Background: an optimization exercise with open tools, aiming at small area, a short achievable clock period and few clock cycles per item. Do not read the settings as production practice.
Where RTL was checked, it was by simulation tests only, not by an equivalence proof against the original.

Setup of oak:
## mat_engine_top
module mat_engine_top (
    input  logic                           clk,
    input  logic                           rst_n,
    input  logic                           cmd_valid,
    input  logic [1:0]                     cmd_op,
    input  logic [mat_cfg_pkg::ADDR_W-1:0] cmd_addr,
    input  logic [mat_cfg_pkg::OPND_W-1:0] cmd_data,
    input  logic [mat_cfg_pkg::ADDR_W-1:0] rd_addr,
    output logic [mat_cfg_pkg::ACC_W-1:0]  rd_data,
    output logic                           busy,
    output logic                           done
);
Settings: LEC_CHECK=0, CAP_MARGIN=20, CORE_MARGIN=2, CORE_UTILIZATION=40, PLACE_DENSITY=0.6, SETUP_SLACK_MARGIN=3.5, SLEW_MARGIN=20; clock period 8.5 ns.
run.sh (not shown) runs the stock make flow with config.mk's settings and CLKGATE_MAP_FILE= SYNTH_SCRIPT=/design/flow/synth_recipe.tcl, a recipe that flattens the netlist after the stock synthesis.
oak went all the way through synthesis, placement and routing and the layout is clean on timing, DRC and antenna.
The following lists how pine was set up differently from oak:
Settings: SETUP_SLACK_MARGIN now 4.0, was 3.5.
[summary]
pine vs. oak: total via count after detailed routing went up by 443. Between pine and oak, the via count of the first global-routing pass is lower for pine. The destination of the critical timing path comes out u_exec.c_live[239]$_DFFE_PN0P_ in one run and u_exec.c_live[218]$_DFFE_PN0P_ in the other, namely in oak and pine respectively. Reported for pine and oak, count of flip-flops with a built-in enable after synthesis turned out identical to the last digit. Met2 usage in global routing: pine < oak. From oak to pine the numbers moved as follows: wire length of the first global-routing pass closely matched the old numbers; CTS buffer count decreased by about 3% relative to the old numbers; final non-filler cell area saw an increase; worst hold margin went up.
Function was not checked in any run of this note: the RTL went through the layout flow alone.

========
mat_engine_top, a different RTL version from the one above (not shown whole).
Size in the first run: roughly 4600 cells after synthesis, ~1000 flip-flops, roughly 43 I/O pins.
==> flow/design.v (excerpt) <==
module mat_engine_top (
    input  logic                           clk,
    input  logic                           rst_n,
    input  logic                           cmd_valid,
    input  logic [1:0]                     cmd_op,
    input  logic [mat_cfg_pkg::ADDR_W-1:0] cmd_addr,
    input  logic [mat_cfg_pkg::OPND_W-1:0] cmd_data,
    input  logic [mat_cfg_pkg::ADDR_W-1:0] rd_addr,
    output logic [mat_cfg_pkg::ACC_W-1:0]  rd_data,
    output logic                           busy,
    output logic                           done
);
export LEC_CHECK = 0
export CAP_MARGIN = 20
export CORE_MARGIN = 2
export CORE_UTILIZATION = 35
export PLACE_DENSITY = 0.55
export SETUP_SLACK_MARGIN = 4.0
export SLEW_MARGIN = 20
create_clock -name core_clock -period 8.5 [get_ports {clk}]
The baseline finished with timing, DRC and antenna clean.
Then changed:
- CORE_UTILIZATION: 35 -> 55
- PLACE_DENSITY: 0.55 -> 0.7
- SETUP_SLACK_MARGIN: 4.0 -> 4.5
Fmax barely changes.
Synthesized area does not change.
Non-clock buffer count came out higher by 48.
No functional check of the RTL was part of any run of this note.

========
mat_engine_top, a different RTL version from the one above (not shown whole).
Size in the first run: roughly 3100 cells after synthesis, about 43 I/O pins, about 46000 um^2 of cells after synthesis.
make LEC_CHECK=0 ABC_CLOCK_PERIOD_IN_PS=3500 CAP_MARGIN=20 CORE_MARGIN=2 CORE_UTILIZATION=40 PLACE_DENSITY=0.6 SETUP_SLACK_MARGIN=3.5 SLEW_MARGIN=20 finish   # period 8.5 ns
Next try:
ABC_CLOCK_PERIOD_IN_PS = not set   (was 3500)
CORE_UTILIZATION = 55   (was 40)
PLACE_DENSITY = 0.7   (was 0.6)
Worst setup slack improved by 89 ps; core utilization grows by 17 points; routed wire length grows by 3.0%; first-iteration DRC count grows by 6.4%; area after synthesis does not change.
Function was not checked in any run of this note: the RTL went through the layout flow alone.

========
## before
mat_engine_top, a different RTL version from the one above (not shown whole).
Size in the first run: ~910 flip-flops, ~43 I/O pins, about 0.046 mm^2 of cells after synthesis.
Settings: LEC_CHECK=0, CAP_MARGIN=20, CORE_MARGIN=2, CORE_UTILIZATION=55, CTS_BUF_LIST=sky130_fd_sc_hd__clkbuf_16, CTS_CLUSTER_DIAMETER=90, CTS_CLUSTER_SIZE=28, PLACE_DENSITY=0.7, SETUP_SLACK_MARGIN=3.5, SLEW_MARGIN=20; clock period 8.5 ns.
The inputs of after differ from those of before as listed below.
-- flow/config.mk --
<<< before, line 12
export CTS_CLUSTER_DIAMETER = 90
export CTS_CLUSTER_SIZE = 28
>>> after, line 12
export CTS_CLUSTER_DIAMETER = 80
export CTS_CLUSTER_SIZE = 24
[summary]
- In terms of global-route usage, after and before differ only marginally.
- Changes observed in after relative to before: register cell area after layout roughly the same.
- Cell area: after higher than before
- Sequential cell count came out exactly the same in after and before.
Function was not checked in any run of this note: the RTL went through the layout flow alone.

========
trial 49:
mat_engine_top, a different RTL version from the one above (not shown whole).
Size in the first run: roughly 910 flip-flops, ~47000 um^2 of cells after synthesis.
Settings: LEC_CHECK=0, CAP_MARGIN=20, CORE_MARGIN=2, CORE_UTILIZATION=55, CTS_BUF_LIST=sky130_fd_sc_hd__clkbuf_8, CTS_CLUSTER_SIZE=14, PLACE_DENSITY=0.7, SETUP_SLACK_MARGIN=3.5, SLEW_MARGIN=20; clock period 8.5 ns.
Testbench counts of trial 49, summed over its fixed seeds: cycles 12,816, items 480.
### trial 49 -> trial 23
- removing CTS_BUF_LIST (formerly sky130_fd_sc_hd__clkbuf_8)
- removing CTS_CLUSTER_SIZE (formerly 14)
- changing PLACE_DENSITY from 0.7 to 0.75
- changing CORE_UTILIZATION from 55 to 65
### Flow results
- No stage failed in trial 23, and the final checks on the layout all came back clean.
- Trial 49 went all the way through the flow, and no timing, DRC or antenna check failed.
- Looking only at detailed-route wire length per cell, and setting everything else aside, the higher value of trial 49 and trial 23 goes to trial 23.
- Looking at routed length on met2, trial 23 sits about 6% above trial 49.
- Total routed wire length on the met1 layer (trial 23 over trial 49): decrease, about 3%
- From trial 49 to trial 23 the numbers moved as follows: share of the clock period used by the worst path went up 0.43 points, routing usage on met3 now larger, slew at the pin closest to its max-slew limit now sits higher, met2 usage now larger.
- Synthesized area: trial 23 vs trial 49 identical

========
mat_engine_top again, from the RTL that the note above started with.
// mat_engine_top
module mat_engine_top (
    input  logic                           clk,
    input  logic                           rst_n,
    input  logic                           cmd_valid,
    input  logic [1:0]                     cmd_op,
    input  logic [mat_cfg_pkg::ADDR_W-1:0] cmd_addr,
    input  logic [mat_cfg_pkg::OPND_W-1:0] cmd_data,
    input  logic [mat_cfg_pkg::ADDR_W-1:0] rd_addr,
    output logic [mat_cfg_pkg::ACC_W-1:0]  rd_data,
    output logic                           busy,
    output logic                           done
);
    logic                          wr_a;
    logic                          wr_b;
    logic                          start;
    logic                          clr;
    logic [ADDR_W-1:0]             wr_addr;
    mat_cfg_pkg::operand_t         wr_data;
    logic                          sel_a;
    logic [OPND_W-1:0]             old_val;
    logic [MAT_N*OPND_W-1:0]       x_row;
    logic [MAT_N*MAT_N*C_W-1:0]  c_live;
    host_cmd_decode u_decode (
        .clk       (clk),
        .rst_n     (rst_n),
        .cmd_valid (cmd_valid),
        .cmd_op    (cmd_op),
        .cmd_addr  (cmd_addr),
        .cmd_data  (cmd_data),
        .busy      (busy),
        .wr_a      (wr_a),
        .wr_b      (wr_b),
        .sel_a     (sel_a),
        .wr_addr   (wr_addr),
        .wr_data   (wr_data),
        .start     (start),
        .clr       (clr)
    );
    operand_bank u_bank (
        .clk     (clk),
        .clr     (clr),
        .wr_a    (wr_a),
        .wr_b    (wr_b),
        .sel_a   (sel_a),
        .addr    (wr_addr),
        .data    (wr_data),
        .old_val (old_val),
        .x_row   (x_row)
    );
    matmul_execute u_exec (
        .clk       (clk),
        .rst_n     (rst_n),
        .clr       (clr),
        .start     (start),
        .load      (wr_a || wr_b),
        .sel_a     (sel_a),
  ...
==> flow/config.mk <==
export PLATFORM = sky130hd
export DESIGN_NAME = mat_engine_top
export DESIGN_NICKNAME = mat_engine_top
export VERILOG_FILES = /design/flow/design.v
export SDC_FILE = /design/flow/constraint.sdc
export NUM_CORES = 4
export LEC_CHECK = 0
export CAP_MARGIN = 20
export CORE_MARGIN = 2
export CORE_UTILIZATION = 55
export CTS_BUF_LIST = sky130_fd_sc_hd__clkbuf_4 sky130_fd_sc_hd__clkbuf_8
export PLACE_DENSITY = 0.7
export SETUP_SLACK_MARGIN = 3.5
export SLEW_MARGIN = 20
==> flow/constraint.sdc <==
create_clock -name core_clock -period 8.5 [get_ports {clk}]
set_input_delay 1.7000 -clock core_clock [delete_from_list [all_inputs] [get_ports {clk}]]
set_output_delay 1.7000 -clock core_clock [all_outputs]
set_load 0.01 [all_outputs]
Testbench counts at the start, summed over its fixed seeds: cycles 12,816, items 480.
Rerun with:
- CORE_UTILIZATION: 55 -> 50
- CTS_BUF_LIST: sky130_fd_sc_hd__clkbuf_4 sky130_fd_sc_hd__clkbuf_8 -> sky130_fd_sc_hd__clkbuf_16
- CTS_CLUSTER_DIAMETER: default -> 80
- CTS_CLUSTER_SIZE: default -> 24
- PLACE_DENSITY: 0.7 -> 0.6
Effect:
- core utilization is lower by 6.5 points
- non-clock buffer count is higher by 32
- final cell count is lower by 1.1%
- via count is lower by about 3.7%
- first-iteration DRC count is lower by 7.0%
Rerun with:
- CORE_UTILIZATION: 50 -> 55
- PLACE_DENSITY: 0.6 -> 0.7
Outcome: Cell count shrinks by about 2.8%. Worst setup slack improves by 0.029 ns. Via count is higher by 1.0%. Global-route usage is higher by 1.5 points. Synthesized area does not change.
Rerun with:
- CTS_BUF_LIST: sky130_fd_sc_hd__clkbuf_16 -> default
- CTS_CLUSTER_DIAMETER: 80 -> default
- CTS_CLUSTER_SIZE: 24 -> default
After rerunning:
- The changed run finished clean
- global-route usage rises by 0.56 points
- core utilization came out higher by 1.8 points
- die area stays the same
- non-clock buffer count went up by 2
- setup slack improved by 0.0092 ns
- via count climbs by 2.3%
- fmax barely changes

========
== job 2319 ==
mat_engine_top again, from the RTL that the note above started with.
==> flow/config.mk <==
export PLATFORM = sky130hd
export DESIGN_NAME = mat_engine_top
export DESIGN_NICKNAME = mat_engine_top
export VERILOG_FILES = /design/flow/design.v
export SDC_FILE = /design/flow/constraint.sdc
export NUM_CORES = 4
export LEC_CHECK = 0
export CAP_MARGIN = 20
export CORE_MARGIN = 2
export CORE_UTILIZATION = 55
export PLACE_DENSITY = 0.7
export SETUP_SLACK_MARGIN = 3.75
export SLEW_MARGIN = 20
==> flow/constraint.sdc <==
create_clock -name core_clock -period 8.5 [get_ports {clk}]
set_input_delay 1.7000 -clock core_clock [delete_from_list [all_inputs] [get_ports {clk}]]
set_output_delay 1.7000 -clock core_clock [all_outputs]
set_load 0.01 [all_outputs]
Testbench counts of job 2319, summed over its fixed seeds: cycles 12,816, items 480.
Setup changes, job 2319 to job 9379
diff --git a/flow/config.mk b/flow/config.mk
--- a/flow/config.mk
+++ b/flow/config.mk
@@ -10,0 +11,4 @@
+export CTS_BUF_LIST = sky130_fd_sc_hd__clkbuf_16
+export CTS_CLUSTER_DIAMETER = 80
+export CTS_CLUSTER_SIZE = 24
+export GPL_TIMING_DRIVEN = 0
@@ -12 +16 @@
-export SETUP_SLACK_MARGIN = 3.75
+export SETUP_SLACK_MARGIN = 3.5
==> comparison <==
- Sort job 2319 and job 9379 by fraction of area in multi-input gates, ascending, and job 2319 comes first.
- On job 9379: count of buffers from port buffering is 9.5% lower than what job 2319 gave.
- Job 9379 vs. job 2319: worst-case setup margin in the final layout now smaller, worst hold margin now larger.
- rd_data[8] as the endpoint of the worst setup timing path was reported by job 9379, and rd_data[3] by job 2319.
For job 7229, these inputs were changed with respect to job 9379:
diff --git a/flow/config.mk b/flow/config.mk
--- a/flow/config.mk
+++ b/flow/config.mk
@@ -12,3 +12,2 @@
-export CTS_CLUSTER_DIAMETER = 80
-export CTS_CLUSTER_SIZE = 24
-export GPL_TIMING_DRIVEN = 0
+export CTS_CLUSTER_DIAMETER = 100
+export CTS_CLUSTER_SIZE = 30
### Flow results
Looking at capturing element of the worst setup path, the rd_data[4] result is from job 7229; the rd_data[8] one comes from job 9379.
Summary — non-clock buffer total of the final layout, job 7229 relative to job 9379: lower, by 194.
Post-route worst hold slack of job 9379 is on par with job 7229.
> inputs changed (job 7229 -> job 9944)
diff --git a/flow/config.mk b/flow/config.mk
--- a/flow/config.mk
+++ b/flow/config.mk
@@ -11,3 +10,0 @@
-export CTS_BUF_LIST = sky130_fd_sc_hd__clkbuf_16
-export CTS_CLUSTER_DIAMETER = 100
-export CTS_CLUSTER_SIZE = 30
@@ -15 +12 @@
-export SETUP_SLACK_MARGIN = 3.5
+export SETUP_SLACK_MARGIN = 4.0
Notes after the runs:
Job 9944 closes out successfully: all stages finished, all timing, DRC and antenna checks passed. Layout overhead on the synthesized area: job 9944 vs job 7229 up 8.7 points. In job 9944, clock-cell share of area is higher than in job 7229. Job 9944 against job 7229; maximum achievable frequency is down slightly. Summary: post-route worst setup slack, job 9944 worse than job 7229. Critical path depth: job 9944 > job 7229. Taking job 9944 as 1.0, job 7229 lands at 0.33 on count of clock-buffer cells in the layout. Job 7229 reports its worst setup path endpoint as rd_data[4] while job 9944 reports rd_data[12]. Higher routed wire length among job 7229 and job 9944: job 9944. Lower final cell utilization of the core was reported by job 7229, not job 9944. There was hardly any difference in highest cell delay on the worst timing path between job 7229 and job 9944. Job 7229 has higher relative max-transition margin than job 9944. As far as number of sinks driven by the clock tree goes, job 9944 and job 7229 are indistinguishable; the numbers are identical.

========
v21:
RTL: one of the versions met above, not the one the previous note started from.
Size: ~46000 um^2 of cells after synthesis.
==> flow/config.mk <==
export PLATFORM = sky130hd
export DESIGN_NAME = mat_engine_top
export DESIGN_NICKNAME = mat_engine_top
export VERILOG_FILES = /design/flow/design.v
export SDC_FILE = /design/flow/constraint.sdc
export NUM_CORES = 4
export LEC_CHECK = 0
export CAP_MARGIN = 20
export CORE_MARGIN = 2
export CORE_UTILIZATION = 40
export PLACE_DENSITY = 0.6
export SETUP_SLACK_MARGIN = 3.5
export SLEW_MARGIN = 20
==> flow/constraint.sdc <==
create_clock -name core_clock -period 8.5 [get_ports {clk}]
set_input_delay 1.7000 -clock core_clock [delete_from_list [all_inputs] [get_ports {clk}]]
set_output_delay 1.7000 -clock core_clock [all_outputs]
set_load 0.01 [all_outputs]
[inputs] v33 vs v21
- changing SETUP_SLACK_MARGIN from 3.5 to 4.0
[summary]
- The run showing the smaller total area of multi-input combinational cells is v21.
- The sequential share of layout area reported for v33 is smaller than that of v21 by 2.6 points.
- Going from v21 to v33, the actual slew at the worst max-slew pin was found to have gone up by 0.16 ns.
- Going from v21 to v33, met1 routing resource usage after global routing moved up.
- When v33 is measured against v21, its worst setup slack turns out 0.16 ns higher.
- When v33 is set beside v21, its fraction of the core area covered by cells at the end of the flow turns out to be 2.6 points larger.
- Diff v33..v21 | number of rows created at floorplan | unchanged
### v33 -> v29
- swapping 4.0 for 3.0 in SETUP_SLACK_MARGIN
Notes after the runs:
The flow did not stop early for v29: all stages ran, and the layout cleared the timing, DRC and antenna checks.
Per the final summary, v33 finished and its layout is clean on timing, DRC and antenna.
The placed cell area on v29 is in line with that on v33.
In the flow results for v29 and v33, the worst-margin pin slew is smaller on v29.
v29: register-to-register slack lower than v33
From v33 to v29, H-tree depth did not move at all.
Against v33, v29 comes in 3300 um lower on total routed wire length on the met1 layer.
Taking v33 as the reference point, the portion of the layout cell area used by clock cells of v29 rises by 0.56 points.
Fmax | v29 vs v33 | v29 slower
Design area (v29 vs. v33) decreases by a little under 10%
No functional check of the RTL was part of any run of this note.

what the ideal ports hide:
In the flow no input, the clock included, has a driving cell. The finished layouts below were timed again as built, in two steps.
Step 1: set_driving_cell puts a clkbuf_16 on clk and a buf_2 on each other input, an assumption about the parent block.
Step 2 also shifts input and output timing later by t, the mid clock arrival at the registers, as if the neighbouring blocks saw the same clock.
a / b / c = ideal ports / drivers / drivers and shift; a / b = the first two.
| run | shift t [ns] | setup slack, ns | worst hold slack (ns) | worst setup path at the end | worst data-port slew with drivers (ns) |
|---|---|---|---|---|---|
| oak | 0.787 | 2.346 / 2.346 / 2.346 | 0.408 / 0.408 / 0.408 | register to register | 0.30 |
| pine | 0.797 | 2.355 / 2.355 / 2.355 | 0.441 / 0.441 / 0.441 | register to register | 0.52 |
| the first run of note 2 | 0.773 | 3.515 / 2.909 / 2.909 | 0.324 / 0.324 / 0.324 | input to output | 0.73 |
| the second run of note 2 | 0.768 | 3.521 / 3.073 / 3.073 | 0.321 / 0.321 / 0.321 | input to output | 0.52 |
| the first run of note 3 | 0.734 | 3.368 / 3.193 / 2.813 | 0.421 / 0.421 / 0.421 | input to register | 0.18 |
| the second run of note 3 | 0.716 | 3.457 / 3.223 / 2.861 | 0.379 / 0.379 / 0.379 | input to register | 0.24 |
| before | 0.677 | 3.465 / 3.258 / 3.258 | 0.448 / 0.448 / 0.448 | input to output | 0.21 |
| after | 0.696 | 3.523 / 3.259 / 3.259 | 0.444 / 0.444 / 0.444 | input to output | 0.29 |
| trial 49 | 0.883 | 3.492 / 3.140 / 3.140 | 0.431 / 0.431 / 0.431 | input to output | 0.39 |
| trial 23 | 0.724 | 3.456 / 3.205 / 3.205 | 0.426 / 0.426 / 0.426 | input to output | 0.26 |
| the first run of note 6 | 0.885 | 3.513 / 3.084 / 3.084 | 0.432 / 0.432 / 0.432 | input to output | 0.50 |
| the second run of note 6 | 0.713 | 3.453 / 3.133 / 3.133 | 0.442 / 0.442 / 0.442 | input to output | 0.33 |
| the third run of note 6 | 0.689 | 3.482 / 3.123 / 3.123 | 0.430 / 0.430 / 0.430 | input to output | 0.41 |
| the fourth run of note 6 | 0.714 | 3.491 / 3.145 / 3.145 | 0.429 / 0.429 / 0.429 | input to output | 0.38 |
| job 2319 | 0.722 | 3.502 / 3.202 / 3.202 | 0.430 / 0.430 / 0.430 | input to output | 0.33 |
| job 9379 | 0.689 | 3.419 / 3.263 / 3.263 | 0.448 / 0.448 / 0.448 | input to output | 0.15 |
| job 7229 | 0.680 | 3.483 / 3.137 / 3.137 | 0.449 / 0.449 / 0.449 | input to output | 0.39 |
| job 9944 | 0.725 | 3.465 / 3.088 / 3.088 | 0.434 / 0.434 / 0.434 | input to output | 0.43 |
| v21 | 0.734 | 3.368 / 3.193 / 2.813 | 0.421 / 0.421 / 0.421 | input to register | 0.18 |
| v33 | 0.750 | 3.531 / 3.018 / 3.018 | 0.404 / 0.404 / 0.404 | input to output | 0.61 |
| v29 | 0.754 | 3.017 / 2.951 / 2.357 | 0.416 / 0.416 / 0.416 | input to register | 0.08 |
After both steps setup and hold are still met in every run listed. The setup slack of v29, which loses most, moves by -0.066 ns with the drivers and by -0.660 ns with both steps.
